What follows belongs to an exercise in optimizing a design on an open flow for a short achievable clock period and few clock cycles; a production flow would make more cautious choices. Only simulation tests tie the RTL to the original design; equivalence was not proved. Power and IR drop assume default switching activity.

## build 92
==> flow/design.v <==
`timescale 1ns/100ps
package cache_pkg;
    localparam int cache_lines   = 8;
    localparam int line_words    = 8;
    localparam int byte_off_bits = 2;
    localparam int word_sel_bits = 3;
    localparam int index_bits    = 3;
    localparam int tag_bits      = 32 - index_bits - word_sel_bits - byte_off_bits;
    typedef logic [31:0]            word_t;
    typedef logic [31:0]            addr_t;
    typedef logic [tag_bits-1:0]    tag_t;
    typedef logic [index_bits-1:0]  index_t;
    typedef logic [word_sel_bits-1:0] word_sel_t;
    typedef struct packed {
        logic  write;
        addr_t addr;
        word_t wdata;
    } bus_req_t;
    typedef struct packed {
        logic      write;
        tag_t      tag;
        index_t    index;
        word_sel_t word;
        word_t     wdata;
        addr_t     addr;
    } cache_req_t;
    typedef enum logic [2:0] {
        idle,
        lookup,
        fill_req,
        fill_wait,
        write_req,
        write_wait,
        respond
    } ctrl_state_t;
endpackage
`timescale 1ns/100ps
`timescale 1ns/100ps
`timescale 1ns/100ps
`timescale 1ns/100ps
module cache_l1 (
    input  logic        clk,
    input  logic        rst_n,
    input  logic        cpu_req,
    input  logic        cpu_write,
    input  logic [31:0] cpu_addr,
    input  logic [31:0] cpu_wdata,
    output logic        cpu_ack,
    output logic [31:0] cpu_rdata,
    output logic        mem_req,
    output logic        mem_write,
    output logic [31:0] mem_addr,
    output logic [31:0] mem_wdata,
    input  logic        mem_ack,
    input  logic [31:0] mem_rdata
);
    logic [31:0]       data_q [0:63];    
    logic [7:0][23:0]  tag_q;
    logic [7:0]        valid;
    logic        idle;      
    logic        fill;      
    logic        wr;        
    logic [2:0]  cnt;       
    logic [2:0]  bw;        
    logic [26:0] h_line;    
    logic [1:0]  h_off;     
    logic        h_write;
    logic [31:0] h_wdata;
    logic        dw_en;     
    logic [5:0]  dw_sel;
    logic [31:0] dw_data;
    logic [2:0]  a_idx;
    logic [5:0]  a_wsel;
    logic [7:0]  line_hit;
    logic        hit;
    logic        accept;
    logic        beat;
    logic        acked;
    logic [31:0] rd_word;
    logic [31:0] rd_keep;
    assign a_idx  = cpu_addr[7:5];
    assign a_wsel = cpu_addr[7:2];
    assign accept = idle && cpu_req;
    assign beat   = mem_req && mem_ack;
    assign acked  = !idle && !fill && !wr;
    always_comb begin
        for (int i = 0; i < 8; i++) begin
            line_hit[i] = valid[i] && (tag_q[i] == cpu_addr[31:8]);
        end
    end
    assign hit = line_hit[a_idx];
    assign rd_word = data_q[a_wsel];
    logic last;      
    logic idle_d, fill_d, wr_d, cpu_ack_d, mem_req_d, dw_en_d;
    assign last = fill && beat && (cnt == 3'd7);
    always_comb begin
        if (idle) begin
            idle_d    = !cpu_req;
            wr_d      = cpu_req && cpu_write;
            fill_d    = cpu_req && !cpu_write && !hit;
            cpu_ack_d = cpu_req && !cpu_write && hit;
            mem_req_d = cpu_req && !mem_ack && (cpu_write || !hit);
            dw_en_d   = cpu_req && cpu_write && hit;
        end else begin
            idle_d    = acked && !cpu_req;
            wr_d      = wr && !beat;
            fill_d    = fill && !last;
            cpu_ack_d = (wr && beat) || last || (acked && cpu_req);
            mem_req_d = (wr || fill) && !mem_ack;
            dw_en_d   = fill && beat;
        end
    end
    always_ff @(posedge clk or negedge rst_n) begin
        if (!rst_n) begin
            idle    <= 1'b1;
            fill    <= 1'b0;
            wr      <= 1'b0;
            cpu_ack <= 1'b0;
            mem_req <= 1'b0;
            dw_en   <= 1'b0;
            valid   <= '0;
        end else begin
            idle    <= idle_d;
            fill    <= fill_d;
            wr      <= wr_d;
            cpu_ack <= cpu_ack_d;
            mem_req <= mem_req_d;
            dw_en   <= dw_en_d;
            for (int i = 0; i < 8; i++) begin
                if (last && h_line[2:0] == 3'(i)) begin
                    valid[i] <= 1'b1;
                end
            end
        end
    end
    always_ff @(posedge clk) begin
        if (accept) begin
            h_line  <= cpu_addr[31:5];
            h_off   <= cpu_write ? cpu_addr[1:0] : 2'b00;
            h_write <= cpu_write;
            h_wdata <= cpu_wdata;
            bw      <= cpu_addr[4:2];
            cnt     <= 3'd0;
        end else if (fill && beat) begin
            bw  <= bw + 3'd1;
            cnt <= cnt + 3'd1;
        end
        if (idle) begin
            mem_addr  <= {cpu_addr[31:2], cpu_write ? cpu_addr[1:0] : 2'b00};
            mem_write <= cpu_write;
            mem_wdata <= cpu_wdata;
        end else begin
            mem_addr  <= {h_line, (fill && beat) ? bw + 3'd1 : bw, h_off};
            mem_write <= h_write;
            mem_wdata <= h_wdata;
        end
        if (!wr && !acked) begin
            rd_keep <= rd_word;
        end
        cpu_rdata <= (idle || fill) ? rd_word : rd_keep;
        for (int i = 0; i < 8; i++) begin
            if (fill && beat && cnt == 3'd7 && h_line[2:0] == 3'(i)) begin
                tag_q[i] <= h_line[26:3];
            end
        end
        dw_sel  <= idle ? a_wsel : {h_line[2:0], bw};
        dw_data <= idle ? cpu_wdata : mem_rdata;
        if (dw_en) begin
            data_q[dw_sel] <= dw_data;
        end
    end
endmodule
==> flow/config.mk <==
export PLATFORM = sky130hd
export DESIGN_NAME = cache_l1
export DESIGN_NICKNAME = cache_l1
export VERILOG_FILES = /design/flow/design.v
export SDC_FILE = /design/flow/constraint.sdc
export NUM_CORES = 4
export LEC_CHECK = 0
export ABC_CLOCK_PERIOD_IN_PS = 2000
export CAP_MARGIN = 20
export CORE_MARGIN = 2
export CORE_UTILIZATION = 55
export SETUP_SLACK_MARGIN = 2.8
export SLEW_MARGIN = 20
==> flow/constraint.sdc <==
create_clock -name core_clock -period 5.0 [get_ports {clk}]
set_input_delay 1.0000 -clock core_clock [delete_from_list [all_inputs] [get_ports {clk}]]
set_output_delay 1.0000 -clock core_clock [all_outputs]
set_load 0.01 [all_outputs]
standard.sh (not shown) runs the stock make flow with config.mk's settings and CLKGATE_MAP_FILE= SYNTH_SCRIPT=/design/flow/synth_recipe.tcl, a recipe that flattens the netlist after the stock synthesis.
==> flow/flow/run.sh <==
#!/bin/bash
# Standard layout, except that:
# - the port buffers are plain buffers, and the resizer may pick any cell of
#   the right function (not only the same footprint), so that the port
#   buffers can be sized for speed;
# - the clock tree uses larger sink clusters (fewer, shorter buffer stages);
# - synthesis does not use the slow 4-input mux cells (added to the
#   platform's own don't-use list).
set -o pipefail
cfg="DESIGN_CONFIG=$PWD/config.mk WORK_HOME=$PWD/orfs_print"
dont_use=$(make -s -C "$FLOW_HOME" $cfg print-DONT_USE_CELLS 2>print_dont_use.log | sed -n 's/^DONT_USE_CELLS: //p')
rm -rf orfs_print
echo "DONT_USE_CELLS from the platform: $dont_use" > dont_use.log
bash standard.sh MATCH_CELL_FOOTPRINT=0 \
  "BUFFER_PORTS_ARGS=-buffer_cell sky130_fd_sc_hd__buf_4" \
  "CTS_ARGS=-sink_clustering_enable -repair_clock_nets -sink_clustering_size 30 -sink_clustering_max_diameter 100" \
  "DONT_USE_CELLS=$dont_use sky130_fd_sc_hd__mux4_1 sky130_fd_sc_hd__mux4_2 sky130_fd_sc_hd__mux4_4" \
  finish > standard.log 2>&1
Build 92 went all the way through the flow, and no timing, DRC or antenna check failed.
Testbench counts of build 92, summed over its fixed seeds: cycles 91,480.
### build 92 -> build 67
- a change of CORE_UTILIZATION from 55 to 50
- a change of SETUP_SLACK_MARGIN from 2.8 to 2.65
[summary]
Lower final-stage net count was reported by build 67, not build 92. Compared with build 92, build 67 shows a higher pin count of the biggest net entering global routing. Number of antenna repair diodes delta for build 67 relative to build 92: 3 lower. Build 67 vs build 92 — highest cell delay on the worst timing path rose 0.08 ns. Status: insertion delay to the later sink of the worst-skew pair parity (build 92, build 67). Summary of build 67 over build 92: period utilization up 1.0 points; tap cell count went up by 270; minimum clock period rose 0.052 ns; arrival time of the worst setup path rose by 0.02 ns.
> inputs changed (build 67 -> build 69)
- CORE_UTILIZATION now 40, was 50
- SETUP_SLACK_MARGIN now 2.8, was 2.65
Results
- Taking build 67 as the reference point, the area added between synthesis and finish of build 69 rises by 1.9 points.
- The highest metal layer with signal wires comes out met5 in one run and met4 in the other, namely in build 67 and build 69 respectively.
- The non-clock buffering overhead in the final layout number comes out higher for build 69 vs build 67.
- Run comparison: build 69 timing endpoint of the critical path cpu_rdata[19]; build 67 timing endpoint of the critical path cpu_rdata[23]
- The via count of build 67 and that of build 69 are within noise of each other.
- Cmp build 67 and build 69 / proportion of power drawn by the clock network / lower: build 69
- Lower layout inverter count without the clock tree among build 67 and build 69: build 69
- [build 69 vs build 67] post-route clock period utilization: higher in build 69
- Global-route usage was lower in the run labelled build 69.
- Going from build 67 to build 69, the wire length on met3 was found to have gone down by about 1.2%.

-- static timing again, ports no longer ideal --
No port has a modelled driver above. Below, the same layouts with a new extraction and two added sets of constraints. Step 1 assumes that a clkbuf_16 drives the clock port and a buf_2 every other input. Step 2 also shifts input and output timing later by t, the mid clock arrival at the registers, as if the neighbouring blocks saw the same clock. Three values: ideal, step 1, step 2; two values: the first two.
run	shift t [ns]	setup slack, ns	worst hold slack (ns)	slew at the worst register clock pin (ns)
build 92	0.870	2.517 / 2.344 / 1.474	0.065 / 0.002 / 0.476	0.12 / 0.12
build 67	0.865	2.465 / 2.287 / 1.422	0.075 / 0.024 / 0.475	0.12 / 0.12
build 69	0.867	2.376 / 2.103 / 1.236	0.395 / 0.330 / 0.473	0.12 / 0.12
After both steps every run listed still meets setup and hold. For build 69, which loses most, drivers alone change the setup slack by -0.273 ns; drivers and shift together by -1.140 ns.
